This is an optimization exercise on Yosys and OpenROAD, whose aim is small area, not a production implementation.
In this exercise RTL edits were held to simulation tests only and were not proved equivalent to the original.
Power and IR drop assume default switching activity.

==> flow/flow/run.sh <==
#!/bin/bash
# The standard layout (standard.sh), with these changes:
#  - synthesis maps logic with an area-oriented abc script (synth_wrap.tcl,
#    abc_area.script); everything else in it is synth_recipe.tcl;
#  - CTS adds no dummy loads to balance the clock tree;
#  - ports are buffered with the smallest buffer (the resizer still sizes it).
# The whole make output goes to standard_run.log; ORFS writes its per-step
# logs under orfs/logs.
set -euo pipefail
export FLOW_SYNTH_TCL="$PWD/synth_recipe.tcl"
export AREA_ABC_SCRIPT="$PWD/flow/abc_area.script"
export CTS_ARGS="-sink_clustering_enable -repair_clock_nets -sink_clustering_size 17 -sink_clustering_max_diameter 60 -buf_list sky130_fd_sc_hd__clkbuf_8 -dont_use_dummy_load"
export BUFFER_PORTS_ARGS="-buffer_cell sky130_fd_sc_hd__buf_1"
bash standard.sh SYNTH_SCRIPT="$PWD/flow/synth_wrap.tcl" finish > standard_run.log 2>&1
==> flow/standard.sh <==
#!/bin/bash
# synth_recipe.tcl (not shown) runs the flow's synth.tcl, then flattens the netlist and writes it again
# the make line also repeats each setting of config.mk as NAME=value (left out here)
make -C /OpenROAD-flow-scripts/flow DESIGN_CONFIG=/design/flow/config.mk WORK_HOME=/design/flow/orfs CLKGATE_MAP_FILE= SYNTH_SCRIPT=/design/flow/synth_recipe.tcl "${@:-finish}"
==> flow/design.v <==
`timescale 1ns/100ps
`default_nettype none
package la_bus_pkg;
    localparam int BUS_AW = 16;
    localparam int BUS_DW = 16;
    typedef struct packed {
        logic [BUS_AW-1:0] addr;
        logic [BUS_DW-1:0] data;
        logic              rw;
        logic              valid;
    } bus_t;
    localparam logic [7:0] ASCII_CR       = 8'h0D;
    localparam logic [7:0] ASCII_LF       = 8'h0A;
    localparam logic [7:0] CMD_READ       = "R";
    localparam logic [7:0] CMD_WRITE      = "W";
    localparam logic [7:0] REPLY_PREAMBLE = "D";
    localparam logic [BUS_AW-1:0] REG_STATE      = 16'd0;
    localparam logic [BUS_AW-1:0] REG_TRIG_LOC   = 16'd1;
    localparam logic [BUS_AW-1:0] REG_START      = 16'd2;
    localparam logic [BUS_AW-1:0] REG_STOP       = 16'd3;
    localparam logic [BUS_AW-1:0] REG_WPTR       = 16'd4;
    localparam logic [BUS_AW-1:0] REG_STROBE_OP  = 16'd5;
    localparam logic [BUS_AW-1:0] REG_STROBE_ARG = 16'd6;
    localparam logic [BUS_AW-1:0] REG_VALUE_OP   = 16'd7;
    localparam logic [BUS_AW-1:0] REG_VALUE_ARG  = 16'd8;
    localparam logic [BUS_AW-1:0] MEM_BASE       = 16'd16;
endpackage
`default_nettype wire
`timescale 1ns/100ps
`default_nettype none
package la_core_pkg;
    localparam int SAMPLE_DEPTH = 64;
    localparam int SAMPLE_AW    = 6;
    localparam int MEM_WORDS    = 2 * SAMPLE_DEPTH;
    localparam int PROBE_VW     = 16;
    typedef struct packed {
        logic                strobe;
        logic [PROBE_VW-1:0] value;
    } probe_t;
    typedef enum logic [3:0] {
        DISABLE,
        RISING,
        FALLING,
        CHANGING,
        GT,
        LT,
        GEQ,
        LEQ,
        EQ,
        NEQ
    } trig_op_e;
    typedef struct packed {
        trig_op_e            strobe_op;
        logic                strobe_arg;
        trig_op_e            value_op;
        logic [PROBE_VW-1:0] value_arg;
    } trig_cfg_t;
    typedef enum logic [2:0] {
        IDLE,
        FILL,
        ARMED,
        CAPTURING,
        DONE
    } cap_state_e;
endpackage
`default_nettype wire
`timescale 1ns/100ps
`default_nettype none
module cmd_decoder (
    input  logic        clk,
    input  logic        rst_i,
    input  logic        cmd_req_i,
    input  logic [7:0]  cmd_data_i,
    output logic        cmd_ack_o,
    input  logic        busy_i,
    output logic [15:0] sh_o,
    input  logic        wload_i,     
    input  logic [15:0] wdin_i,
    output logic [15:0] word_o,
    output logic [2:0]  wsel_o,
    output logic        wv_o,        
    output logic        rd_issue_o   
);
    logic [3:0] cs;
    logic [3:0] dig1;
    logic       shift;
    logic       take, is_term, is_hex;
    logic [3:0] hv;
    assign take    = cmd_req_i && !cmd_ack_o && !busy_i;
    assign is_term = (cmd_data_i == 8'h0D) || (cmd_data_i == 8'h0A);
    assign is_hex  = ((cmd_data_i >= "0") && (cmd_data_i <= "9")) ||
                     ((cmd_data_i >= "A") && (cmd_data_i <= "F"));
    assign hv      = cmd_data_i[6] ? {1'b1, cmd_data_i[2:0] + 3'd1} : cmd_data_i[3:0];
    assign rd_issue_o = take && (cs == 4'd14) && is_term;
    always_ff @(posedge clk) begin
        if (rst_i) begin
            cmd_ack_o <= 1'b0;
            cs        <= 4'd0;
            wv_o      <= 1'b0;
        end else begin
            wv_o <= 1'b0;
            if (take) begin
                cmd_ack_o <= 1'b1;
            end else if (!cmd_req_i) begin
                cmd_ack_o <= 1'b0;
            end
            if (take) begin
                if (cs == 4'd0) begin
                    if (cmd_data_i == "W") begin
                        cs <= 4'd1;
                    end else if (cmd_data_i == "R") begin
                        cs <= 4'd10;
                    end
                end else if ((cs == 4'd9) || (cs == 4'd14)) begin
                    cs   <= 4'd0;
                    wv_o <= is_term && (cs == 4'd9);
                end else if (is_hex) begin
                    cs <= cs + 4'd1;
                end else begin
                    cs <= 4'd0;
                end
            end
        end
    end
    assign sh_o  = {dig1, word_o[11:0]};
    assign shift = take && (cs != 4'd0) && (cs != 4'd9) && (cs != 4'd14) && is_hex;
    always_ff @(posedge clk) begin
        if (shift) begin
            if ((cs == 4'd1) || (cs == 4'd10)) begin
                dig1 <= hv;
            end else if (cs >= 4'd5 && cs <= 4'd8) begin
                dig1 <= word_o[11:8];
            end
            if (cs == 4'd5) begin
                case (sh_o)
                    16'd1, 16'd2, 16'd3, 16'd5, 16'd6, 16'd7: wsel_o <= sh_o[2:0];
                    16'd8:   wsel_o <= 3'd4;
                    default: wsel_o <= 3'd0;
                endcase
            end
        end
    end
    always_ff @(posedge clk) begin
        if (wload_i) begin
            word_o <= wdin_i;
        end else if (shift && (cs != 4'd1) && (cs != 4'd10)) begin
            word_o[11:0] <= {word_o[7:0], hv};
        end
    end
endmodule
`default_nettype wire
`timescale 1ns/100ps
`default_nettype none
module la_regs (
    input  logic        clk,
    input  logic        rst_i,
    input  logic        wv_i,
    input  logic [2:0]  wsel_i,
    input  logic [15:0] sh_i,
    input  logic [2:0]  state_i,
    input  logic [5:0]  wptr_i,
    output logic [5:0]  trig_loc_o,
    output logic        start_req_o,
    output logic        stop_req_o,
    output logic [3:0]  s_op_o,
    output logic        s_arg_o,
    output logic [3:0]  v_op_o,
    output logic [15:0] v_arg_o,
    output logic [15:0] regdata_o
);
    always_ff @(posedge clk) begin
        if (rst_i) begin
            trig_loc_o  <= '0;
            start_req_o <= 1'b0;
            stop_req_o  <= 1'b0;
            s_op_o      <= '0;
            s_arg_o     <= 1'b0;
            v_op_o      <= '0;
            v_arg_o     <= '0;
        end else if (wv_i) begin
            case (wsel_i)
                3'd1: trig_loc_o  <= sh_i[5:0];
                3'd2: start_req_o <= sh_i[0];
                3'd3: stop_req_o  <= sh_i[0];
                3'd4: v_arg_o     <= sh_i;
                3'd5: s_op_o      <= sh_i[3:0];
                3'd6: s_arg_o     <= sh_i[0];
                3'd7: v_op_o      <= sh_i[3:0];
                default: begin
                end
            endcase
        end
    end
    always_comb begin
        case (sh_i)
            16'd0:   regdata_o = {13'd0, state_i};
            16'd1:   regdata_o = {10'd0, trig_loc_o};
            16'd2:   regdata_o = {15'd0, start_req_o};
            16'd3:   regdata_o = {15'd0, stop_req_o};
            16'd4:   regdata_o = {10'd0, wptr_i};
            16'd5:   regdata_o = {12'd0, s_op_o};
            16'd6:   regdata_o = {15'd0, s_arg_o};
            16'd7:   regdata_o = {12'd0, v_op_o};
            16'd8:   regdata_o = v_arg_o;
            default: regdata_o = 16'd0;
        endcase
    end
endmodule
`default_nettype wire
`timescale 1ns/100ps
`default_nettype none
module trigger_unit (
    input  logic        clk,
    input  logic [16:0] probe_i,
    input  logic [3:0]  s_op_i,
    input  logic        s_arg_i,
    input  logic [3:0]  v_op_i,
    input  logic [15:0] v_arg_i,
    output logic [16:0] probe_prev_o,
    output logic        trig_o
);
    function automatic logic eval_op(input logic [3:0] op, input logic lt, input logic eq);
        case (op)
            4'd1, 4'd4: eval_op = !lt && !eq;
            4'd2, 4'd5: eval_op = lt;
            4'd3, 4'd9: eval_op = !eq;
            4'd6:       eval_op = !lt;
            4'd7:       eval_op = lt || eq;
            4'd8:       eval_op = eq;
            default:    eval_op = 1'b0;
        endcase
    endfunction
    always_ff @(posedge clk) begin
        probe_prev_o <= probe_i;
    end
    logic [15:0] v_ref;
    logic        s_ref;
    assign v_ref  = ((v_op_i == 4'd1) || (v_op_i == 4'd2) || (v_op_i == 4'd3)) ? probe_prev_o[15:0] : v_arg_i;
    assign s_ref  = ((s_op_i == 4'd1) || (s_op_i == 4'd2) || (s_op_i == 4'd3)) ? probe_prev_o[16] : s_arg_i;
    assign trig_o = eval_op(s_op_i, !probe_i[16] && s_ref, probe_i[16] == s_ref) ||
                    eval_op(v_op_i, probe_i[15:0] < v_ref, probe_i[15:0] == v_ref);
endmodule
`default_nettype wire
`timescale 1ns/100ps
`default_nettype none
module capture_ctrl (
    input  logic       clk,
    input  logic       rst_i,
    input  logic       start_req_i,
    input  logic       stop_req_i,
    input  logic       trig_i,
    input  logic [5:0] trig_loc_i,
    output logic [2:0] state_o,
    output logic [5:0] wptr_o,
    output logic       we_o,
    output logic       go_o          
);
    logic [5:0] rptr;
    logic       start_q, stop_q;
    logic       stop_edge;
    assign we_o      = !state_o[2] && (state_o[1:0] != 2'd0);
    assign stop_edge = stop_req_i && !stop_q;
    assign go_o      = (state_o == 3'd0) && start_req_i && !start_q;
    always_ff @(posedge clk) begin
        if (rst_i) begin
            state_o <= 3'd0;
            wptr_o  <= '0;
            rptr    <= '0;
            start_q <= 1'b0;
            stop_q  <= 1'b0;
        end else begin
            start_q <= start_req_i;
            stop_q  <= stop_req_i;
            case (state_o)
                3'd0: begin
                    wptr_o <= '0;
                    rptr   <= '0;
                    if (go_o) begin
                        state_o <= 3'd1;
                    end
                end
                3'd1: begin
                    wptr_o <= wptr_o + 6'd1;
                    if (wptr_o == trig_loc_i) begin
                        state_o <= trig_i ? 3'd3 : 3'd2;
                    end
                end
                3'd2: begin
                    wptr_o <= wptr_o + 6'd1;
                    rptr   <= rptr + 6'd1;
                    if (trig_i) begin
                        state_o <= 3'd3;
                    end
                end
                3'd3: begin
                    wptr_o <= wptr_o + 6'd1;
                    if (wptr_o + 6'd1 == rptr) begin
                        state_o <= 3'd4;
                    end
                end
                default: begin
                end
            endcase
            if (stop_edge) begin
                state_o <= 3'd0;
            end
        end
    end
endmodule
`default_nettype wire
`timescale 1ns/100ps
`default_nettype none
module sample_mem (
    input  logic        clk,
    input  logic        rst_i,
    input  logic [16:0] probe_i,
    input  logic [16:0] probe_prev_i,
    input  logic        we_i,
    input  logic        go_i,
    input  logic [3:0]  rbank_i,
    output logic [16:0] rdata_o,     
    output logic [1:0]  ph_o,
    output logic [1:0]  dly_o
);
    logic        we1, we2, we3, we_d;
    logic [16:0] probe2, probe3, wdata;
    logic [3:0]  bcnt;
    logic [15:0] ins;
    always_ff @(posedge clk) begin
        if (rst_i) begin
            ph_o  <= 2'd0;
            dly_o <= 2'd0;
        end else begin
            ph_o <= ph_o + 2'd1;
            if (go_i) begin
                dly_o <= ~ph_o;
            end
        end
    end
    always_ff @(posedge clk) begin
        we1    <= we_i;
        we2    <= we1;
        we3    <= we2;
        probe2 <= probe_prev_i;
        probe3 <= probe2;
        if (!we_d) begin
            bcnt <= 4'd2;
        end else if (ph_o == 2'd3) begin
            bcnt <= bcnt + 4'd1;
        end
    end
    always_comb begin
        case (dly_o)
            2'd0:    begin we_d = we_i; wdata = probe_i;      end
            2'd1:    begin we_d = we1;  wdata = probe_prev_i; end
            2'd2:    begin we_d = we2;  wdata = probe2;       end
            default: begin we_d = we3;  wdata = probe3;       end
        endcase
        for (int i = 0; i < 16; i++) begin
            ins[i] = we_d && (bcnt == 4'(i));
        end
    end
    logic [16:0] pos0 [0:15];
    genvar b;
    generate
        for (b = 0; b < 16; b = b + 1) begin : g_bank
            logic [16:0] r0, r1, r2, r3;
            always_ff @(posedge clk) begin
                r0 <= r1;
                r1 <= r2;
                r2 <= r3;
                r3 <= ins[b] ? wdata : r0;
            end
            assign pos0[b] = r0;
        end
    endgenerate
    always_comb begin
        rdata_o = '0;
        for (int i = 0; i < 16; i++) begin
            rdata_o = rdata_o | (pos0[i] & {17{rbank_i == 4'(i)}});
        end
    end
endmodule
`default_nettype wire
`timescale 1ns/100ps
`default_nettype none
module reply_encoder (
    input  logic        clk,
    input  logic        rst_i,
    input  logic        rd_issue_i,
    input  logic [15:0] sh_i,
    input  logic [15:0] regdata_i,
    input  logic [1:0]  ph_i,
    input  logic [1:0]  dly_i,
    input  logic [16:0] rdata_i,
    output logic [3:0]  rbank_o,
    output logic        wload_o,
    output logic [15:0] wdin_o,
    input  logic [15:0] word,
    output logic        busy_o,
    output logic        rsp_req_o,
    output logic [7:0]  rsp_data_o,
    input  logic        rsp_ack_i
);
    logic        pv;
    logic [2:0]  idx;
    logic [2:0]  rcnt;       
    logic        rv, is_mem;
    logic [1:0]  wx;
    logic [2:0]  wait_c;
    logic [15:0] memword;
    logic [3:0]  nib;
    assign rv      = pv && (idx == 3'd0);
    assign is_mem  = (sh_i >= 16'd16) && (sh_i <= 16'd143);
    assign wx      = sh_i[2:1] - (ph_i + 2'd1);
    assign wait_c  = (wx >= dly_i) ? {1'b0, wx} : {1'b1, wx};
    assign rbank_o = word[3:0];
    assign memword = word[4] ? {15'd0, rdata_i[16]} : rdata_i[15:0];
    always_ff @(posedge clk) begin
        if (rst_i) begin
            rcnt <= 3'd7;
        end else if (rv && is_mem) begin
            rcnt <= wait_c;
        end else if (rcnt == 3'd0) begin
            rcnt <= 3'd7;
        end else if (rcnt != 3'd7) begin
            rcnt <= rcnt - 3'd1;
        end
    end
    assign wload_o = rv || (rcnt == 3'd0);
    assign wdin_o  = !rv ? memword : is_mem ? {11'd0, sh_i[0], sh_i[6:3]} : regdata_i;
    always_ff @(posedge clk) begin
        if (rst_i) begin
            rsp_req_o <= 1'b0;
            busy_o    <= 1'b0;
            pv        <= 1'b0;
            idx       <= 3'd0;
        end else if (!busy_o) begin
            if (rd_issue_i) begin
                pv  <= 1'b1;
                idx <= 3'd0;
            end else if (pv) begin
                if (idx == 3'd4) begin
                    pv        <= 1'b0;
                    idx       <= 3'd0;
                    busy_o    <= 1'b1;
                    rsp_req_o <= 1'b1;
                end else begin
                    idx <= idx + 3'd1;
                end
            end
        end else if (rsp_req_o) begin
            if (rsp_ack_i) begin
                rsp_req_o <= 1'b0;
            end
        end else if (!rsp_ack_i) begin
            if (idx == 3'd6) begin
                busy_o <= 1'b0;
            end else begin
                idx       <= idx + 3'd1;
                rsp_req_o <= 1'b1;
            end
        end
    end
    always_comb begin
        case (idx)
            3'd1:    nib = (rcnt == 3'd0) ? memword[15:12] : word[15:12];
            3'd2:    nib = word[11:8];
            3'd3:    nib = word[7:4];
            default: nib = word[3:0];
        endcase
        case (idx)
            3'd0:    rsp_data_o = "D";
            3'd1, 3'd2, 3'd3, 3'd4:
                     rsp_data_o = (nib < 4'd10) ? {4'h3, nib} : {5'b01000, nib[2:0] - 3'd1};
            3'd5:    rsp_data_o = 8'h0D;
            default: rsp_data_o = 8'h0A;
        endcase
    end
endmodule
`default_nettype wire
`timescale 1ns/100ps
`default_nettype none
module la_top (
    input  logic       clk,
    input  logic       rst_i,
    input  logic       cmd_req_i,
    input  logic [7:0] cmd_data_i,
    output logic       cmd_ack_o,
    output logic       rsp_req_o,
    output logic [7:0] rsp_data_o,
    input  logic       rsp_ack_i,
    input  logic [16:0] probe_i
);
    logic [15:0] sh;
    logic [15:0] word, wdin;
    logic        wload;
    logic [2:0]  wsel;
    logic        wv, rd_issue, busy;
    logic [5:0]  trig_loc;
    logic        start_req, stop_req;
    logic [3:0]  s_op, v_op;
    logic        s_arg;
    logic [15:0] v_arg;
    logic [15:0] regdata;
    logic [16:0] probe_prev;
    logic        trig;
    logic [2:0]  state;
    logic [5:0]  wptr;
    logic        we, go;
    logic [3:0]  rbank;
    logic [16:0] rdata;
    logic [1:0]  ph, dly;
    cmd_decoder i_cmd_decoder (
        .clk, .rst_i, .cmd_req_i, .cmd_data_i, .cmd_ack_o,
        .busy_i(busy), .sh_o(sh), .wload_i(wload), .wdin_i(wdin), .word_o(word), .wsel_o(wsel), .wv_o(wv), .rd_issue_o(rd_issue)
    );
    la_regs i_la_regs (
        .clk, .rst_i, .wv_i(wv), .wsel_i(wsel), .sh_i(sh),
        .state_i(state), .wptr_i(wptr),
        .trig_loc_o(trig_loc), .start_req_o(start_req), .stop_req_o(stop_req),
        .s_op_o(s_op), .s_arg_o(s_arg), .v_op_o(v_op), .v_arg_o(v_arg),
        .regdata_o(regdata)
    );
    trigger_unit i_trigger_unit (
        .clk, .probe_i, .s_op_i(s_op), .s_arg_i(s_arg), .v_op_i(v_op), .v_arg_i(v_arg),
        .probe_prev_o(probe_prev), .trig_o(trig)
    );
    capture_ctrl i_capture_ctrl (
        .clk, .rst_i, .start_req_i(start_req), .stop_req_i(stop_req),
        .trig_i(trig), .trig_loc_i(trig_loc),
        .state_o(state), .wptr_o(wptr), .we_o(we), .go_o(go)
    );
    sample_mem i_sample_mem (
        .clk, .rst_i, .probe_i, .probe_prev_i(probe_prev), .we_i(we), .go_i(go),
        .rbank_i(rbank), .rdata_o(rdata), .ph_o(ph), .dly_o(dly)
    );
    reply_encoder i_reply_encoder (
        .clk, .rst_i, .rd_issue_i(rd_issue), .sh_i(sh), .regdata_i(regdata),
        .ph_i(ph), .dly_i(dly), .rdata_i(rdata), .rbank_o(rbank),
        .wload_o(wload), .wdin_o(wdin), .word(word),
        .busy_o(busy), .rsp_req_o, .rsp_data_o, .rsp_ack_i
    );
endmodule
`default_nettype wire
==> flow/constraint.sdc <==
create_clock -name core_clock -period 8.0 [get_ports {clk}]
set_input_delay 1.6000 -clock core_clock [delete_from_list [all_inputs] [get_ports {clk}]]
set_output_delay 1.6000 -clock core_clock [all_outputs]
set_load 0.01 [all_outputs]
==> flow/config.mk <==
export PLATFORM = sky130hd
export DESIGN_NAME = la_top
export DESIGN_NICKNAME = la_top
export VERILOG_FILES = /design/flow/design.v
export SDC_FILE = /design/flow/constraint.sdc
export NUM_CORES = 4
export LEC_CHECK = 0
export CAP_MARGIN = 20
export CORE_MARGIN = 2
export CORE_UTILIZATION = 60
export CTS_BUF_LIST = sky130_fd_sc_hd__clkbuf_8
export CTS_CLUSTER_DIAMETER = 60
export CTS_CLUSTER_SIZE = 17
export GPL_TIMING_DRIVEN = 0
export SLEW_MARGIN = 20
==> flow/flow/synth_wrap.tcl <==
# The standard flow's synthesis (synth_recipe.tcl, sourced unchanged below) with one
# change: abc maps the logic with an area-oriented script instead of ORFS's
# speed script. abc only maps combinational logic, so the registers are the
# same as in the standard synthesis.
proc abc {args} {
  set i [lsearch $args -script]
  if { $i >= 0 } {
    set args [lreplace $args [expr {$i + 1}] [expr {$i + 1}] $::env(AREA_ABC_SCRIPT)]
  }
  yosys abc {*}$args
}
source $::env(FLOW_SYNTH_TCL)
==> flow/flow/abc_area.script <==
&get -n
&st
&syn3
&dch
&nf -R 1000 -p -C 32
&st
&syn3
&dch
&nf -R 1000 -p -C 32
&put
==> summary.md, run 1 <==
| Metric | Value |
|---|---|
| Row count | 85 |
| Synth Warn # | 7 |
| CTS root buf | clkbuf_8 |
| Number of placed I/O pins | 39 |
| Post-place instance area | 35000 sq um |
| Starting density of the core | 0.609 |
| Initial DRC Count | 1723 |
| Vias in the first global route | 19200 |
| Setup total negative slack | 0 ps |
| Register-to-Register Setup Slack | 4180 ps |
| Floorplan die width | 238 um |
| Cells after synthesis | 2630 |
| Data required time at the worst endpoint | 6400 ps |
| Count of buffer and inverter cells on the critical path | 4 |
| Maximum number of pins on one net before global-route repair | 39 |
| Antenna-violating nets left | 0 |
| Final-report setup violation count | 0 |
| Number of antenna violations at the first check in global routing | 8 |
| Core area | 54000 sq um |
| Fraction of final layout cells with drive strength greater than 1 | 0.0673 |
| Number of clock sinks seen by CTS | 1238 |
| Syn Area/Cell | 12.5 sq um |
| Vias per inst | 5.63 |
| Later-pin clock latency in the skew report | 720 ps |
| Worst supply voltage drop on vdd | 0.223 mV |
| Reported leakage power | 14.1 nW |
| Remaining Overflow, GRT | 0 |
| Number of buffers inserted by post-CTS setup repair | 0 |
| Port buffer count | 37 |
| Synthesized cell area | 32900 sq um |
| Cell family with the largest share of critical-path delay | compound AO/OA/AOI/OAI gates |
| TritonCTS clock tree | built |
| CP Cell Sequence | clkinv_1 -> nand2_1 -> nor2_4 -> buf_16 -> a22oi_1 -> nand4_1 -> o21ai_0 -> a21oi_1 -> a221oi_1 -> nand2_1 -> o21ai_0 -> a21oi_1 -> nor2_1 -> clkinv_1 -> o221ai_1 -> buf_1 |
| Fill cell total of the finished layout | 4109 |
| Largest stage delay, worst path | 710 ps |
| Synthesis-to-layout area growth | 9.97% |
| Hold Violations, Final | 0 |
| CTS buffer count | 84 |
| Number of distinct library cell variants in the gate-level netlist after synthesis | 53 |
| Maximum clock frequency | 144 MHz |
| Result of the run | complete, no violations |
| Clock skew | 70.5 ps |
| Total non-filler cell area in the finished layout | 36200 sq um |
| Slew @ Worst Pin | 1110 ps |
| Final net count | 2884 |
| Worst path slowest cell | edfxtp_1 |
| Total design power | 10.2 mW |
| Length of the first detailed-routing pass in iterations | 6 |
| Wire length of the first global-routing pass | 119000 um |
| Routed wirelength normalized by instance count | 22.5 um |
| RSZ-0062 raised after global routing | false |
| Hold buffer count at cts | 0 |
| Critical path class | flip-flop to output pin |
| Max-cap violations | 0 |
| Maximum net fanout on the critical path | 13 |
| Core Util, Final | 0.670 |
| Via count | 19700 |
| Deepest level of the CTS H-tree | 3 |
| Arrival time worst endpoint | 5320 ps |
| GR Util All Layers | 0.283 |
| Final HPWL from detailed placement | 52100 um |
| Final Max Tran Viols | 0 |
| Clock-pin slew on the worst setup and hold paths | 90 ps |
| Top flip-flop cell by instance count after synthesis | dfxtp_1 |
| Classification of the worst-slack hold path | flip-flop to flip-flop |
| Final critical-path share of the clock period | 0.865 |
| Critical Path End Type | output pin |
| Part of the Yosys area used for sequential elements | 0.760 |
| Max-slew headroom | 0.257 |
| Die area | 56700 sq um |
| Clock period minus final worst setup slack | 6920 ps |
| Final weighted congestion in routability-driven placement | 0.958 |
| Remaining design rule violation count | 0 |
| Share of async-settable or async-resettable flops after synthesis | 0 |
| Number of flops mapped to enable cells by yosys | 23 |
| Seq cells post-synth | 1238 |
| Number of nets in the synthesized netlist | 2705 |
| Quantity of gates resized following cts | 0 |
| Die height | 238 um |
| Total length of routed wires | 78700 um |
| Startpoint type of the worst setup path | flip-flop |
| Pwr Density | 281 nW/um^2 |
| Max Root-Sink Buffers | 3 |
==> registers in the layout, summed over array words and instances, names as in the netlist, 17 cells and up <==
signal                       flops
i_sample_mem.g_bank.r0         272
i_sample_mem.g_bank.r1         272
i_sample_mem.g_bank.r2         272
i_sample_mem.g_bank.r3         272
i_sample_mem.probe2             17
i_sample_mem.probe3             17
i_trigger_unit.probe_prev_o     17
==> cell usage after synthesis (all sizes together), types with 26 or more instances <==
| cell type | n | area share |
|---|---|---|
| a21oi | 115 | 0.017 |
| a222oi | 51 | 0.016 |
| a22oi | 60 | 0.014 |
| clkinv | 30 | 0.0034 |
| dfxtp | 1215 | 0.74 |
| ha | 46 | 0.017 |
| mux2i | 41 | 0.012 |
| nand2 | 296 | 0.034 |
| nand3 | 26 | 0.0040 |
| nand4 | 28 | 0.0053 |
| nor2 | 196 | 0.022 |
| nor3 | 39 | 0.0059 |
| o21ai | 269 | 0.041 |
==> worst paths after layout <==
check	from	end	depth (start not counted)
min	i_sample_mem.g_bank[6].r1[6]	i_sample_mem.g_bank[6].r0[6]	0
max reg2reg	i_la_regs.v_op_o[0]	i_capture_ctrl.state_o[0]	19
min reg2reg	i_sample_mem.g_bank[6].r1[6]	i_sample_mem.g_bank[6].r0[6]	0
max	i_cmd_decoder.word_o[3]	rsp_data_o[1]	16
==> layer usage <==
metal	part of all wire	up-vias	track usage	wire, um
li1	-	9466	-	-
met1	0.47	9463	0.407	36800
met2	0.42	588	0.422	33400
met3	0.066	187	0.0589	5220
met4	0.040	14	0.109	3130
met5	0.0012	-	0	91
==> per-stage QoR <==
stage	cells	setup slack (ps)	hold slack, ps
floorplan	2630	2930	310
global placement	3363	-1090	310
detailed placement	3419	1960	312
CTS	3503	1190	284
global route	3504	798	293
finish	3505	1080	287
==> layout make-up <==
cell class              instances  area [sq um]  area share
diodes                          2          5.00    0.000138
plain buffers                   2          15.0    0.000415
clock buffers                  84          1160      0.0319
inverters                      30           114     0.00315
multi-input cells            1360          7980       0.220
flip-flops and latches       1238         25000       0.691
well taps                     696           871      0.0241
repair buffers                 93          1040      0.0288
==> cell usage in the layout (no fill, tap or decap), types with 4 or more instances in the layout <==
cell type,instances
a211o_1,4
a211oi_1,13
a21oi_1,115
a221oi_1,13
a222oi_1,51
a22o_1,6
a22oi_1,60
a31oi_1,6
and2_0,4
and2_2,4
and3_1,8
buf_1,36
buf_12,11
buf_16,16
buf_4,25
buf_6,6
clkbuf_8,84
clkinv_1,29
dfxtp_1,1214
edfxtp_1,23
ha_1,46
mux2_1,22
mux2i_1,41
nand2_1,284
nand2_2,9
nand2b_1,12
nand3_1,26
nand4_1,28
nor2_1,183
nor2_4,12
nor2b_1,14
nor3_1,33
nor3_2,6
nor3b_1,5
o211ai_1,6
o21ai_0,251
o21ai_1,9
o21ai_2,9
xnor2_1,14
xor2_1,15
==> worst register-to-register path, delay by kind of cell (launching register included) <==
| kind | cells | cell delay, ps |
|---|---|---|
| adder cells (fa/ha/maj) | 1 | 260 |
| AO/OA/AOI/OAI | 6 | 1250 |
| flip-flops | 1 | 480 |
| multiplexers | 2 | 400 |
| AND/OR/NAND/NOR | 8 | 860 |
| buffers and inverters | 2 | 480 |
==> power breakdown <==
group          internal (mW)  leakage, nW  switching, mW  total (mW)
logic                  0.209         3.04          0.351       0.560
clock network          0.946        0.604           1.75        2.69
registers               6.71         10.4          0.200        6.91
total                   7.86         14.1           2.30        10.2
==> kinds of logic (layout without fill, tap and decap cells) <==
group           count (synthesis)  after routing  share of synthesized area
buf+inv                        32            209                    0.00388
xor+xnor                       29             29                    0.00772
fa+ha+maj                      46             46                     0.0175
simple gates                  650            650                     0.0845
mux                            63             63                     0.0200
compound gates                571            571                      0.106
flops                        1238           1238                      0.760
other cells                     1              3                   0.000114
==> run 2: changes to the inputs <==
--- a/flow/config.mk
+++ b/flow/config.mk
@@ -11,5 +11,4 @@
 export CTS_BUF_LIST = sky130_fd_sc_hd__clkbuf_8
 export CTS_CLUSTER_DIAMETER = 60
 export CTS_CLUSTER_SIZE = 17
-export GPL_TIMING_DRIVEN = 0
 export SLEW_MARGIN = 20
==> run 2 against run 1 <==
Effect of this change: via count is 1.2% higher; die area stayed put; hold slack better by 20 ps; synthesized cell count stayed put; register-to-register slack better by 100 ps; critical endpoint unchanged; first-iteration DRC count is 18% higher.
==> summary.md, run 2 <==
| Metric | Value |
|---|---|
| CP Cell Sequence | clkinv_1 -> nand2_1 -> nor2_2 -> buf_4 -> a22oi_1 -> nand4_1 -> o21ai_0 -> a21oi_1 -> a221oi_1 -> nand2_1 -> o21ai_0 -> a21oi_1 -> nor2_1 -> clkinv_1 -> o221ai_1 -> buf_1 |
| Worst Hold Depth | 0 |
| Synthesis-to-layout area growth | 7.99% |
| Commonest cells after routing, fill and taps aside | dfxtp_1, nand2_1, o21ai_0, nor2_1, a21oi_1 |
| Length of the first detailed-routing pass in iterations | 6 |
| Data required time at the worst endpoint | 6400 ps |
| Result of the run | complete, no violations |
| Pwr Density | 287 nW/um^2 |
| Number of placed I/O pins | 39 |
| Maximum number of pins on one net before global-route repair | 63 |
| Clock-pin slew on the worst setup and hold paths | 100 ps |
| Port buffer count | 37 |
| Vias in the first global route | 19300 |
| Remaining Overflow, GRT | 0 |
| Antenna-violating nets left | 0 |
| Final Max Tran Viols | 0 |
| Max-cap violations | 0 |
| CTS root buf | clkbuf_8 |
| Most frequent standard cell in the layout excluding fill and tap cells | dfxtp_1 |
| Total length of routed wires | 83000 um |
| Maximum net fanout on the critical path | 13 |
| Max-slew headroom | 0.304 |
| Total design power | 10.2 mW |
| Initial DRC Count | 2033 |
| RSZ-0062 raised after global routing | false |
| CTS buffer count | 85 |
| Vias per inst | 5.70 |
| Number of nets in the synthesized netlist | 2705 |
| Hold buffer count at cts | 0 |
| Final weighted congestion in routability-driven placement | 0.909 |
| Synthesized cell area | 32900 sq um |
| Clock period minus final worst setup slack | 6500 ps |
| Worst path slowest cell | edfxtp_1 |
| Starting density of the core | 0.609 |
| Synth area leader | dfxtp_1 |
| Final cell count without fillers | 3499 |
| Arrival time worst endpoint | 4900 ps |
| Wire length of the first global-routing pass | 123000 um |
| Die height | 238 um |
| Via count | 20000 |
| Critical path class | flip-flop to output pin |
| Core Util, Final | 0.658 |
| Worst supply voltage drop on vdd | 0.220 mV |
| Remaining design rule violation count | 0 |
| Share of async-settable or async-resettable flops after synthesis | 0 |
| Deepest level of the CTS H-tree | 3 |
| Leading post-synthesis cells by instance count | dfxtp_1, nand2_1, o21ai_0, nor2_1, a21oi_1 |
| Number of antenna violations at the first check in global routing | 1 |
| Core area | 54000 sq um |
| Number of clock sinks seen by CTS | 1238 |
| Fraction of final layout cells with drive strength greater than 1 | 0.0578 |
| Worst hold path endpoint | i_sample_mem.g_bank[13].r0[14] |
| Count of buffer and inverter cells on the critical path | 4 |
| Quantity of gates resized following cts | 0 |
| Row count | 85 |
| Cell family with the largest share of critical-path delay | compound AO/OA/AOI/OAI gates |
| Floorplan die width | 238 um |
| Syn Area/Cell | 12.5 sq um |
| Routed wirelength normalized by instance count | 23.7 um |
| Final critical-path share of the clock period | 0.812 |
| Reported leakage power | 13.8 nW |
| Cells after synthesis | 2630 |
| Fill cell total of the finished layout | 4087 |
| Maximum clock frequency | 154 MHz |
| End of the worst register-to-register path | i_capture_ctrl.state_o[0] |
| Hold Violations, Final | 0 |
| Number of buffers inserted by post-CTS setup repair | 0 |
| Seq cells post-synth | 1238 |
| Crit Reg-Reg Startpoint | i_la_regs.v_op_o[0] |
| GR Util All Layers | 0.294 |
| Setup total negative slack | 0 ps |
| Critical Path End Type | output pin |
| Clock skew | 78.7 ps |
| Area share of the largest cell type after synthesis | 0.739 |
| Final net count | 2880 |
| Max Root-Sink Buffers | 3 |
| Final HPWL from detailed placement | 54600 um |
| Number of flops mapped to enable cells by yosys | 23 |
| Classification of the worst-slack hold path | flip-flop to flip-flop |
| Startpoint type of the worst setup path | flip-flop |
| FF-to-FF path depth | 18 |
| Fin Hold WS | 307 ps |
| Later-pin clock latency in the skew report | 710 ps |
| Die area | 56700 sq um |
| Top flip-flop cell by instance count after synthesis | dfxtp_1 |
| Final-report setup violation count | 0 |
| Cell with the most instances after synthesis | dfxtp_1 |
| Cell types occupying the most area after synthesis | dfxtp_1, o21ai_0, nand2_1 |
| Register-to-Register Setup Slack | 4280 ps |
| Number of diodes added for antenna fixing | 0 |
| Number of distinct library cell variants in the gate-level netlist after synthesis | 53 |
| Largest stage delay, worst path | 730 ps |
| Slew @ Worst Pin | 1040 ps |
| Count of placed standard cells including taps | 3414 |
| Synth Warn # | 7 |
| TritonCTS clock tree | built |
| Hold Path Origin | i_sample_mem.g_bank[13].r1[14] |
| Part of the Yosys area used for sequential elements | 0.760 |
==> run 2: cell count changes in the layout (fill, tap and decap cells not counted), moves of 2 or more <==
| cell | previous run | this run |
|---|---|---|
| o21ai_2 | 9 | 0 |
| buf_12 | 11 | 0 |
| buf_4 | 25 | 53 |
| nand2_1 | 284 | 296 |
| o21ai_0 | 251 | 267 |
| nand2_2 | 9 | 0 |
| buf_16 | 16 | 0 |
| nor2_4 | 12 | 0 |
| o21ai_1 | 9 | 2 |
| buf_6 | 6 | 0 |
| nand2_4 | 3 | 0 |
| diode_2 | 2 | 0 |
| nor2_2 | 1 | 12 |
==> run 2: final cells by class <==
type / count / area [sq um] / share of cell area
clock buffers: 85 / 1170 / 0.0329
inverters: 30 / 113 / 0.00317
multi-input cells: 1360 / 7840 / 0.221
flip-flops and latches: 1238 / 25000 / 0.704
well taps: 696 / 871 / 0.0245
repair buffers: 90 / 538 / 0.0151
==> run 2: cells by family (layout without fill, tap and decap cells) <==
family                     count (synthesis)  after routing  share of synthesized area
DFF                                     1238           1238                      0.760
AOI/OAI and AO/OA                        571            571                      0.106
adders and majority gates                 46             46                     0.0175
buffers and inverters                     32            205                    0.00388
muxes                                     63             63                     0.0200
other                                      1              1                   0.000114
and+or+nand+nor                          650            650                     0.0845
xor gates and xnor gates                  29             29                    0.00772
==> run 2: how the worst max path moves through the flow <==
stage | startpoint | to | slack, ps | depth (start not counted)
2_1_floorplan | i_cmd_decoder.word_o[0] | rsp_data_o[2] | 2930 | 13
5_1_grt | i_cmd_decoder.word_o[3] | rsp_data_o[1] | 1060 | 16
3_3_place_gp | i_cmd_decoder.word_o[3] | rsp_data_o[1] | 2380 | 16
3_5_place_dp | i_cmd_decoder.word_o[3] | rsp_data_o[3] | 2230 | 16
4_1_cts | i_cmd_decoder.word_o[3] | rsp_data_o[1] | 1510 | 16
6_report | i_cmd_decoder.word_o[3] | rsp_data_o[1] | 1500 | 16
==> run 2: worst reg2reg max path, stage by stage, from the launching register on <==
cell,delay (ps)
dfxtp_1,550
nor2_1,110
nor3_2,110
buf_4,340
mux2i_1,260
ha_1,270
nor2b_1,130
o21ai_0,140
nand2b_1,70
a21oi_1,380
nor2_1,80
a211oi_1,230
o221ai_1,230
mux2i_1,170
nand2_1,90
nand3_1,60
nand3_1,70
o21ai_0,90
a311oi_1,280
==> run 2: per-layer routing <==
layer,part of all wire,up-vias,wire [um],track usage
li1,-,9422,-,-
met1,0.47,9742,39100,0.431
met2,0.44,642,36700,0.458
met3,0.056,153,4670,0.0403
met4,0.029,2,2420,0.0898
met5,0.00016,-,13,0
==> run 2: power breakdown <==
group          internal [mW]  total [mW]  leakage [nW]  switching [mW]
combinational          0.192       0.540          2.78           0.347
sequential              6.71        6.96          10.4           0.255
clock                  0.956        2.71         0.611            1.76
==> run 2: per-stage QoR <==
stage	cell area (sq um)	worst slack, ps
after floorplan	32900	2930
after global placement	34400	2380
after detailed placement	34400	2230
after CTS	35500	1510
after global routing	35500	1060
final	35500	1500
==> run 3: changes to the inputs <==
--- a/flow/config.mk
+++ b/flow/config.mk
@@ -5,10 +5,10 @@
 export SDC_FILE = /design/flow/constraint.sdc
 export NUM_CORES = 4
 export LEC_CHECK = 0
-export CAP_MARGIN = 20
+export CAP_MARGIN = 5
 export CORE_MARGIN = 2
 export CORE_UTILIZATION = 60
 export CTS_BUF_LIST = sky130_fd_sc_hd__clkbuf_8
 export CTS_CLUSTER_DIAMETER = 60
 export CTS_CLUSTER_SIZE = 17
-export SLEW_MARGIN = 20
+export SLEW_MARGIN = 5
==> run 3 against run 2 <==
Effect of this change: core utilization did not move; critical path depth stayed put; sequential power barely moved; highest routed layer unchanged; largest cell class unchanged; first-iteration DRC count stayed put; combinational power about the same.
==> summary.md, run 3 <==
| Metric | Value |
|---|---|
| Routed length on met1 | 39100 um |
| Critical path class | flip-flop to output pin |
| Register-to-Register Setup Slack | 4280 ps |
| Quantity of gates resized following cts | 0 |
| Data required time at the worst endpoint | 6400 ps |
| Vias per inst | 5.70 |
| Count of placed standard cells including taps | 3414 |
| CTS buffer count | 85 |
| Highest routed layer | met5 |
| Hold buffer count at cts | 0 |
| Final weighted congestion in routability-driven placement | 0.909 |
| Synthesized cell area | 32900 sq um |
| Number of diodes added for antenna fixing | 0 |
| Number of clock sinks seen by CTS | 1238 |
| End of the worst register-to-register path | i_capture_ctrl.state_o[0] |
| Cell family with the largest share of critical-path delay | compound AO/OA/AOI/OAI gates |
| Initial DRC Count | 2033 |
| Arrival time worst endpoint | 4900 ps |
| Row count | 85 |
| Largest stage delay, worst path | 730 ps |
| Max-slew headroom | 0.304 |
| Met3 routed wirelength | 4670 um |
| Classification of the worst-slack hold path | flip-flop to flip-flop |
| Port buffer count | 37 |
| Maximum net fanout on the critical path | 13 |
| Worst-case setup margin in the final layout | 1500 ps |
| Hold Violations, Final | 0 |
| Total length of routed wires | 83000 um |
| Slew @ Worst Pin | 1040 ps |
| Post-Place Setup Slack | 2230 ps |
| GR Util All Layers | 0.294 |
| Critical Path End Type | output pin |
| Number of nets in the synthesized netlist | 2705 |
| Vias in the first global route | 19300 |
| Final cell count without fillers | 3499 |
| Top flip-flop cell by instance count after synthesis | dfxtp_1 |
| Setup total negative slack | 0 ps |
| Synthesis-to-layout area growth | 7.99% |
| Cell with the most instances after synthesis | dfxtp_1 |
| Maximum clock frequency | 154 MHz |
| Pwr Density | 287 nW/um^2 |
| Area of all sequential standard cells | 25000 sq um |
| Area share of the largest cell type after synthesis | 0.739 |
| FF-to-FF path depth | 18 |
| Result of the run | complete, no violations |
| Core area | 54000 sq um |
| Total design power | 10.2 mW |
| Syn Area/Cell | 12.5 sq um |
| Startpoint type of the worst setup path | flip-flop |
| Commonest cells after routing, fill and taps aside | dfxtp_1, nand2_1, o21ai_0, nor2_1, a21oi_1 |
| TritonCTS clock tree | built |
| Fill cell total of the finished layout | 4087 |
| Remaining design rule violation count | 0 |
| Capture point of the worst path | rsp_data_o[1] |
| Clock period minus final worst setup slack | 6500 ps |
| Core Util, Final | 0.658 |
| CTS root buf | clkbuf_8 |
| Final critical-path share of the clock period | 0.812 |
| Synth area leader | dfxtp_1 |
| Number of distinct library cell variants in the gate-level netlist after synthesis | 53 |
| Number of buffers inserted by post-CTS setup repair | 0 |
| Cell types occupying the most area after synthesis | dfxtp_1, o21ai_0, nand2_1 |
| Via count | 20000 |
| RSZ-0062 raised after global routing | false |
| Maximum number of pins on one net before global-route repair | 63 |
| Worst Hold Depth | 0 |
| Remaining Overflow, GRT | 0 |
| Crit Reg-Reg Startpoint | i_la_regs.v_op_o[0] |
| Share of async-settable or async-resettable flops after synthesis | 0 |
| Max-cap violations | 0 |
| Wire length of the first global-routing pass | 123000 um |
| Total non-filler cell area in the finished layout | 35500 sq um |
| Deepest level of the CTS H-tree | 3 |
| Length of the first detailed-routing pass in iterations | 6 |
| Area of combinational cells with multiple inputs | 7840 sq um |
| Worst supply voltage drop on vdd | 0.220 mV |
| Worst setup startpoint | i_cmd_decoder.word_o[3] |
| Floorplan die width | 238 um |
| Final HPWL from detailed placement | 54600 um |
| Number of antenna violations at the first check in global routing | 1 |
| Leading post-synthesis cells by instance count | dfxtp_1, nand2_1, o21ai_0, nor2_1, a21oi_1 |
| Part of the Yosys area used for sequential elements | 0.760 |
| Reported leakage power | 13.8 nW |
| Max Root-Sink Buffers | 3 |
| Count of buffer and inverter cells on the critical path | 4 |
| Die height | 238 um |
| Number of flops mapped to enable cells by yosys | 23 |
| Die area | 56700 sq um |
| Most frequent standard cell in the layout excluding fill and tap cells | dfxtp_1 |
| Cells after synthesis | 2630 |
| Post-place instance area | 34400 sq um |
| Final net count | 2880 |
| Starting density of the core | 0.609 |
| Clock-pin slew on the worst setup and hold paths | 100 ps |
| Final-report setup violation count | 0 |
| Antenna-violating nets left | 0 |
| Later-pin clock latency in the skew report | 710 ps |
| Fin Hold WS | 307 ps |
| CP Cell Sequence | clkinv_1 -> nand2_1 -> nor2_2 -> buf_4 -> a22oi_1 -> nand4_1 -> o21ai_0 -> a21oi_1 -> a221oi_1 -> nand2_1 -> o21ai_0 -> a21oi_1 -> nor2_1 -> clkinv_1 -> o221ai_1 -> buf_1 |
| Worst path slowest cell | edfxtp_1 |
| Seq cells post-synth | 1238 |
| Number of placed I/O pins | 39 |
| Routed wirelength normalized by instance count | 23.7 um |
| Clock skew | 78.7 ps |
| Stages on the worst setup path | 16 |
| Fraction of final layout cells with drive strength greater than 1 | 0.0578 |
| Synth Warn # | 7 |
| Final Max Tran Viols | 0 |
| Met2 routed wirelength | 36700 um |
run 3: cell counts after synthesis:
No cell type changed its count.
run 3: per-layer routing:
layer,vias to the layer above,track usage
met5,-,0
met4,2,0.0898
met3,153,0.0403
met2,642,0.458
met1,9742,0.431
li1,9422,-
run 3: how the worst min path moves through the flow:
stage / start / end / slack (ps)
after floorplan: i_sample_mem.g_bank[0].r1[0] / i_sample_mem.g_bank[0].r0[0] / 310
after detailed placement: i_sample_mem.g_bank[5].r1[14] / i_sample_mem.g_bank[5].r0[14] / 310
after global placement: i_sample_mem.g_bank[2].r2[14] / i_sample_mem.g_bank[2].r1[14] / 310
final: i_sample_mem.g_bank[13].r1[14] / i_sample_mem.g_bank[13].r0[14] / 310
after global routing: i_sample_mem.g_bank[13].r1[14] / i_sample_mem.g_bank[13].r0[14] / 310
after CTS: i_sample_mem.g_bank[5].r3[15] / i_sample_mem.g_bank[5].r2[15] / 310
run 3: cells by family (layout without fill, tap and decap cells):
logic type	after synthesis	count (layout)	synth area share
XOR/XNOR	29	29	0.00772
adder cells (fa/ha/maj)	46	46	0.0175
flip-flops	1238	1238	0.760
AO/OA/AOI/OAI	571	571	0.106
AND/OR/NAND/NOR	650	650	0.0845
other	1	1	0.000114
buffers and inverters	32	205	0.00388
multiplexers	63	63	0.0200
run 3: cell type report:
type | count | share of cell area
Clock buffer | 85 | 0.0329
Timing Repair Buffer | 90 | 0.0151
Sequential cell | 1238 | 0.704
Multi-Input combinational cell | 1360 | 0.221
Tap cell | 696 | 0.0245
Inverter | 30 | 0.00317
run 3: power by group:
group | total (mW) | switching (mW) | leakage (nW) | internal, mW
registers | 6.96 | 0.255 | 10.4 | 6.71
clock network | 2.71 | 1.76 | 0.611 | 0.956
logic | 0.540 | 0.347 | 2.78 | 0.192
==> run 4: changes to the inputs <==
==> flow/config.mk (replaced) <==
export PLATFORM = sky130hd
export DESIGN_NAME = la_top
export DESIGN_NICKNAME = la_top
export VERILOG_FILES = /design/flow/design.v
export SDC_FILE = /design/flow/constraint.sdc
export NUM_CORES = 4
export LEC_CHECK = 0
export CAP_MARGIN = 20
export CORE_MARGIN = 2
export CORE_UTILIZATION = 70
export CTS_BUF_LIST = sky130_fd_sc_hd__clkbuf_8
export CTS_CLUSTER_DIAMETER = 60
export CTS_CLUSTER_SIZE = 17
export PLACE_DENSITY = 0.75
export SLEW_MARGIN = 20
==> run 4 against run 3 <==
Effect of this change: still clean on timing, DRC and antenna; clock power hardly changed; combinational power is 3% higher; design area is 0.33% lower; synthesized area stayed put; die area is 14% lower; final cell count is 2.6% lower; total power hardly changed; largest cell class unchanged.
==> summary.md, run 4 <==
| Metric | Value |
|---|---|
| Result of the run | complete, no violations |
| Area of all sequential standard cells | 25000 sq um |
| RSZ-0062 raised after global routing | false |
| Slew @ Worst Pin | 1160 ps |
| Synthesized cell area | 32900 sq um |
| Cell types occupying the most area after synthesis | dfxtp_1, o21ai_0, nand2_1 |
| Number of diodes added for antenna fixing | 0 |
| Clock-pin slew on the worst setup and hold paths | 100 ps |
| Maximum number of pins on one net before global-route repair | 63 |
| Number of antenna violations at the first check in global routing | 2 |
| Final critical-path share of the clock period | 0.829 |
| Via count | 20400 |
| GR Util All Layers | 0.340 |
| Power dissipated by switching net loads | 2.38 mW |
| Classification of the worst-slack hold path | flip-flop to flip-flop |
| Number of distinct library cell variants in the gate-level netlist after synthesis | 53 |
| Core area | 46500 sq um |
| Critical path class | flip-flop to output pin |
| Maximum net fanout on the critical path | 17 |
| Commonest cells after routing, fill and taps aside | dfxtp_1, nand2_1, o21ai_0, nor2_1, a21oi_1 |
| Hold Violations, Final | 0 |
| Critical path's most frequent cell | nand2_1 |
| Share of async-settable or async-resettable flops after synthesis | 0 |
| Floorplan die width | 221 um |
| Core Util, Final | 0.763 |
| Data required time at the worst endpoint | 6400 ps |
| Synthesis-to-layout area growth | 7.63% |
| Synth Warn # | 7 |
| CP Cell Sequence | nand2_1 -> nor2_2 -> a22oi_1 -> nand4_1 -> o21ai_0 -> a21oi_1 -> a221oi_1 -> nand2_1 -> o21ai_0 -> a21oi_1 -> nand2_1 -> xnor2_1 -> o211ai_1 -> buf_1 |
| Final HPWL from detailed placement | 54800 um |
| Antenna-violating nets left | 0 |
| Cell Int Power | 7.84 mW |
| Final cell count without fillers | 3409 |
| CTS root buf | clkbuf_8 |
| Max-cap violations | 0 |
| Row count | 79 |
| Fill cell total of the finished layout | 2960 |
| CTS buffer count | 83 |
| Length of the first detailed-routing pass in iterations | 6 |
| Later-pin clock latency in the skew report | 720 ps |
| Largest stage delay, worst path | 970 ps |
| Count of buffer and inverter cells on the critical path | 1 |
| Cell with the most instances after synthesis | dfxtp_1 |
| Part of the power in the clock network | 0.263 |
| Share of total power consumed by net switching | 0.233 |
| Arrival time worst endpoint | 5030 ps |
| Critical Path End Type | output pin |
| Die area | 48800 sq um |
| Total length of routed wires | 82900 um |
| Port buffer count | 37 |
| Number of nets in the synthesized netlist | 2705 |
| Initial DRC Count | 2176 |
| Final net count | 2879 |
| Worst path slowest cell | nor2_2 |
| Starting density of the core | 0.709 |
| Setup total negative slack | 0 ps |
| Area of combinational cells with multiple inputs | 7850 sq um |
| Maximum clock frequency | 151 MHz |
| Reported leakage power | 13.8 nW |
| Syn Area/Cell | 12.5 sq um |
| Final weighted congestion in routability-driven placement | 0.938 |
| Quantity of gates resized following cts | 0 |
| Final-report setup violation count | 0 |
| Seq cells post-synth | 1238 |
| Routed wirelength normalized by instance count | 24.3 um |
| Number of placed I/O pins | 39 |
| Pwr Density | 289 nW/um^2 |
| Wire length of the first global-routing pass | 125000 um |
| Clock period minus final worst setup slack | 6630 ps |
| Area share of the largest cell type after synthesis | 0.739 |
| Total non-filler cell area in the finished layout | 35400 sq um |
| Top flip-flop cell by instance count after synthesis | dfxtp_1 |
| Fraction of final layout cells with drive strength greater than 1 | 0.0575 |
| Number of clock sinks seen by CTS | 1238 |
| Remaining design rule violation count | 0 |
| Register-to-Register Setup Slack | 4180 ps |
| Post-place instance area | 34300 sq um |
| Remaining Overflow, GRT | 0 |
| TritonCTS clock tree | built |
| Synth area leader | dfxtp_1 |
| Vias in the first global route | 20400 |
| Startpoint type of the worst setup path | flip-flop |
| Leading post-synthesis cells by instance count | dfxtp_1, nand2_1, o21ai_0, nor2_1, a21oi_1 |
| Vias per inst | 5.98 |
| Max Root-Sink Buffers | 3 |
| Most frequent standard cell in the layout excluding fill and tap cells | dfxtp_1 |
| Die height | 221 um |
| Combinational cell fraction of total power | 0.054 |
| Number of buffers inserted by post-CTS setup repair | 0 |
| Max-slew headroom | 0.225 |
| Final Max Tran Viols | 0 |
| Cell family with the largest share of critical-path delay | simple AND/OR/NAND/NOR gates |
| Deepest level of the CTS H-tree | 3 |
| Count of placed standard cells including taps | 3326 |
| Worst supply voltage drop on vdd | 0.294 mV |
| Flop pwr share | 0.683 |
| Clock skew | 103 ps |
| Cells after synthesis | 2630 |
| Part of the Yosys area used for sequential elements | 0.760 |
| Number of flops mapped to enable cells by yosys | 23 |
| Hold buffer count at cts | 0 |
[run 4: changes by cell type in the layout (fill, tap and decap cells not counted), sizes merged]
cell	previous run	this run
clkbuf	86	84
buf	89	90
[run 4: logic make-up after synthesis]
| logic type | after synthesis | share of synthesized area |
|---|---|---|
| AOI/OAI and AO/OA | 571 | 0.106 |
| xor gates and xnor gates | 29 | 0.00772 |
| adders and majority gates | 46 | 0.0175 |
| buffers and inverters | 32 | 0.00388 |
| DFF | 1238 | 0.760 |
| muxes | 63 | 0.0200 |
| other | 1 | 0.000114 |
| and+or+nand+nor | 650 | 0.0845 |
[run 4: per-layer routing]
| layer | wire length (um) | track usage | vias up | part of all wire |
|---|---|---|---|---|
| met4 | 3880 | 0.149 | 2 | 0.047 |
| met3 | 6590 | 0.0689 | 253 | 0.079 |
| met5 | 18 | 0 | - | 0.00022 |
| li1 | - | - | 9436 | - |
| met1 | 35100 | 0.464 | 9793 | 0.42 |
| met2 | 37300 | 0.532 | 909 | 0.45 |
[run 4: power by group through the flow]
stage | combinational (mW) | clock (mW) | sequential, mW
after floorplan | 0.362 | 0 | 6.97
after global placement | 0.517 | 0 | 7.09
after detailed placement | 0.539 | 0 | 7.11
after CTS | 0.548 | 2.71 | 6.98
after global routing | 0.613 | 2.92 | 7.03
final | 0.555 | 2.68 | 6.98
[run 4: worst paths after layout]
check | cells after the start | to | start
setup / recovery | 14 | rsp_data_o[2] | i_cmd_decoder.word_o[2]
hold / removal | 0 | i_sample_mem.g_bank[0].r2[4] | i_sample_mem.g_bank[0].r3[4]
setup reg to reg | 17 | i_capture_ctrl.state_o[0] | i_la_regs.v_op_o[0]
hold reg to reg | 0 | i_sample_mem.g_bank[0].r2[4] | i_sample_mem.g_bank[0].r3[4]
[run 4: area by class of cell]
| cell class | instances | share of cell area |
|---|---|---|
| Inverter | 30 | 0.00318 |
| Sequential cell | 1238 | 0.706 |
| Multi-Input combinational cell | 1360 | 0.222 |
| Clock buffer | 83 | 0.0322 |
| Timing Repair Buffer | 91 | 0.0154 |
| Tap cell | 607 | 0.0214 |
[run 4: metrics by stage]
step	total power [mW]	hold WS, ps	setup WS [ps]
6_report	10.2	291	1370
3_5_place_dp	7.65	312	2240
3_3_place_gp	7.61	309	2450
4_1_cts	10.2	292	1530
5_1_grt	10.6	298	1200
2_1_floorplan	7.34	310	2930
[run 4: worst register-to-register path: stages, from the launching register on]
cell and delay, ps:
dfxtp_1 550, nor2_1 110, nor3_2 550, mux2i_1 280
ha_1 260, nor2b_1 130, o21ai_0 170, nand2b_1 70
a21oi_1 320, nor2_1 80, a211oi_1 230, o221ai_1 210
mux2i_1 160, nand2_1 90, nand3_1 70, nand3_1 90
o21ai_0 90, a311oi_1 270
==> run 5: changes to the inputs <==
--- a/flow/config.mk
+++ b/flow/config.mk
@@ -7,9 +7,9 @@
 export LEC_CHECK = 0
 export CAP_MARGIN = 20
 export CORE_MARGIN = 2
-export CORE_UTILIZATION = 70
+export CORE_UTILIZATION = 78
 export CTS_BUF_LIST = sky130_fd_sc_hd__clkbuf_8
 export CTS_CLUSTER_DIAMETER = 60
 export CTS_CLUSTER_SIZE = 17
-export PLACE_DENSITY = 0.75
+export PLACE_DENSITY = 0.85
 export SLEW_MARGIN = 20
==> run 5 against run 4 <==
Effect of this change: via count rose by 8.4%; sequential cell count did not move; clock-buffer cell count did not move; non-clock buffer count fell by 3; core utilization rose by 8.4 points; design area fell by 0.25%; synthesized area did not move; combinational power rose by 9.4%; hold slack improved by 3.8 ps; synthesized cell count did not move; critical path type unchanged; sequential power rose by 0.7%.
==> summary.md, run 5 <==
| Metric | Value |
|---|---|
| Dominant combinational cell family by area after synthesis | compound AO/OA/AOI/OAI gates |
| CTS buffer count | 83 |
| Remaining Overflow, GRT | 0 |
| Row count | 75 |
| Clock skew | 101 ps |
| Core area | 41800 sq um |
| Number of clock sinks seen by CTS | 1238 |
| Later-pin clock latency in the skew report | 720 ps |
| Area share of the largest cell type after synthesis | 0.739 |
| Fraction of synthesized area in multiplexers | 0.0200 |
| Synthesized-area fraction occupied by ao, oa, aoi and oai cells | 0.106 |
| Number of nets in the synthesized netlist | 2705 |
| Highest routed layer | met5 |
| Floorplan die width | 209 um |
| Synth area leader | dfxtp_1 |
| Synthesized cell area | 32900 sq um |
| Total non-filler cell area in the finished layout | 35300 sq um |
| Met3 routed wirelength | 11000 um |
| Final weighted congestion in routability-driven placement | 0.971 |
| Met2 routed wirelength | 42700 um |
| Remaining design rule violation count | 0 |
| Number of placed I/O pins | 39 |
| Max Root-Sink Buffers | 3 |
| Setup total negative slack | 0 ps |
| Post-Synth Simple-Gate Area | 0.0845 |
| Final critical-path share of the clock period | 0.824 |
| Seq cells post-synth | 1238 |
| Worst supply voltage drop on vdd | 0.338 mV |
| Number of antenna violations at the first check in global routing | 6 |
| Leading post-synthesis cells by instance count | dfxtp_1, nand2_1, o21ai_0, nor2_1, a21oi_1 |
| Clock period minus final worst setup slack | 6590 ps |
| Max-cap violations | 0 |
| Share of async-settable or async-resettable flops after synthesis | 0 |
| Die height | 209 um |
| Synthesis-to-layout area growth | 7.36% |
| Hold buffer count at cts | 0 |
| Cell types occupying the most area after synthesis | dfxtp_1, o21ai_0, nand2_1 |
| Reported leakage power | 13.8 nW |
| Top flip-flop cell by instance count after synthesis | dfxtp_1 |
| Final-report setup violation count | 0 |
| Max-slew headroom | 0.164 |
| Quantity of gates resized following cts | 0 |
| Classification of the worst-slack hold path | flip-flop to flip-flop |
| Maximum clock frequency | 152 MHz |
| Port buffer count | 37 |
| Number of flops mapped to enable cells by yosys | 23 |
| Startpoint type of the worst setup path | flip-flop |
| Syn Area/Cell | 12.5 sq um |
| Die area | 43900 sq um |
| Via count | 22100 |
| Fin Hold WS | 295 ps |
| Area share of xor/xnor cells in the synthesized design | 0.00772 |
| Vias in the first global route | 22500 |
| Pwr Density | 294 nW/um^2 |
| Number of buffers inserted by post-CTS setup repair | 0 |
| Antenna-violating nets left | 0 |
| RSZ-0062 raised after global routing | false |
| Fill cell total of the finished layout | 1880 |
| Length of the first detailed-routing pass in iterations | 9 |
| Starting density of the core | 0.788 |
| TritonCTS clock tree | built |
| Routed length on met1 | 33100 um |
| Most frequent standard cell in the layout excluding fill and tap cells | dfxtp_1 |
| Critical Path End Type | output pin |
| Routed wirelength normalized by instance count | 28.3 um |
| Maximum number of pins on one net before global-route repair | 63 |
| Number of distinct library cell variants in the gate-level netlist after synthesis | 53 |
| Clock-pin slew on the worst setup and hold paths | 110 ps |
| Cell with the most instances after synthesis | dfxtp_1 |
| Final net count | 2876 |
| Slew @ Worst Pin | 1250 ps |
| Commonest cells after routing, fill and taps aside | dfxtp_1, nand2_1, o21ai_0, nor2_1, a21oi_1 |
| Data required time at the worst endpoint | 6400 ps |
| Final Max Tran Viols | 0 |
| Result of the run | complete, no violations |
| Fraction of final layout cells with drive strength greater than 1 | 0.0561 |
| Synth Warn # | 7 |
| Deepest level of the CTS H-tree | 3 |
| Maximum net fanout on the critical path | 13 |
| Hold Violations, Final | 0 |
| Vias per inst | 6.62 |
| Part of the Yosys area used for sequential elements | 0.760 |
| Total length of routed wires | 94400 um |
| Initial DRC Count | 3077 |
| Critical path class | flip-flop to output pin |
| Synth Area in Adders | 0.0175 |
| GR Util All Layers | 0.435 |
| Wire length of the first global-routing pass | 140000 um |
| Final HPWL from detailed placement | 56700 um |
| Cells after synthesis | 2630 |
| CTS root buf | clkbuf_8 |
| Arrival time worst endpoint | 4990 ps |
| Post-place instance area | 34200 sq um |
run 5: cell counts after synthesis:
Identical to the previous run, type by type.
run 5: final timing paths:
path	from	depth (start not counted)	end	slack [ps]
hold / removal	i_sample_mem.g_bank[9].r1[14]	0	i_sample_mem.g_bank[9].r0[14]	300
hold reg to reg	i_sample_mem.g_bank[9].r1[14]	0	i_sample_mem.g_bank[9].r0[14]	300
setup / recovery	i_cmd_decoder.word_o[3]	16	rsp_data_o[1]	1410
setup reg to reg	i_la_regs.v_op_o[0]	18	i_capture_ctrl.state_o[0]	3560
run 5: cell type report:
cell class | count | area [sq um] | area share
Clock buffer | 83 | 1140 | 0.0323
Multi-Input combinational cell | 1360 | 7870 | 0.223
Sequential cell | 1238 | 25000 | 0.708
Antenna cell | 2 | 5.00 | 0.000142
Tap cell | 539 | 674 | 0.0191
Inverter | 30 | 113 | 0.00319
Timing Repair Buffer | 88 | 523 | 0.0148
run 5: logic make-up (layout without fill, tap and decap cells):
kind of cell             Yosys count  count (layout)
flip-flops                      1238            1238
other                              1               3
AND/OR/NAND/NOR                  650             650
multiplexers                      63              63
XOR/XNOR                          29              29
buffers and inverters             32             201
AO/OA/AOI/OAI                    571             571
adder cells (fa/ha/maj)           46              46
run 5: per-layer routing:
layer | vias to the layer above | GRT usage
li1 | 9425 | -
met5 | - | 0
met3 | 576 | 0.117
met4 | 6 | 0.298
met1 | 10500 | 0.525
met2 | 1636 | 0.688
run 5: report_power, final:
group          total (mW)  internal, mW  leakage [nW]  switching [mW]
sequential           7.03          6.71          10.4           0.317
combinational       0.607         0.196          2.77           0.411
clock                2.75         0.936         0.597            1.82
total                10.4          7.84          13.8            2.55
run 5: critical path, cell delays in order (launching register included):
cell,delay [ps]
edfxtp_1,770
clkinv_1,330
nand2_1,280
nor2_2,210
buf_4,290
a22oi_1,180
nand4_1,120
o21ai_0,560
a21oi_1,160
a221oi_1,240
nand2_1,80
o21ai_0,170
a21oi_1,220
nor2_1,210
clkinv_1,130
o221ai_1,210
buf_1,190
run 5: through the flow:
step	worst slack (ps)	util	power, mW	instances
floorplan	2930	-	7.34	2630
global placement	2550	0.818	7.59	3255
detailed placement	2260	0.818	7.69	3255
CTS	1480	0.846	10.3	3338
global route	1110	0.846	10.6	3338
finish	1410	0.846	10.4	3340

re-timing with driven ports:
How much do the figures lean on ideal ports? The routed layouts below were timed once more, with nothing changed but the port constraints.
Step 1: set_driving_cell puts a clkbuf_16 on clk and a buf_2 on each other input, an assumption about the parent block.
Step 2 adds t to the input delays and takes it off the output delays; t is the mean of the earliest and latest rising clock arrival at the registers after step 1. Input paths then give back, and output paths get back, about the clock's delay inside the block.
a / b / c = ideal ports / drivers / drivers and shift; a / b = the first two.
| run | t, ns | slack for setup (ns) | latest minus earliest clock arrival (ns) |
|---|---|---|---|
| run 1 | 0.742 | 1.077 / 1.021 / 1.763 | 0.071 / 0.071 |
| run 2 | 0.723 | 1.501 / 1.448 / 2.171 | 0.089 / 0.090 |
| run 3 | 0.723 | 1.501 / 1.448 / 2.171 | 0.089 / 0.090 |
| run 4 | 0.730 | 1.371 / 1.316 / 2.045 | 0.109 / 0.109 |
| run 5 | 0.724 | 1.409 / 1.352 / 2.076 | 0.108 / 0.108 |
After both steps setup and hold are still met in every run listed.
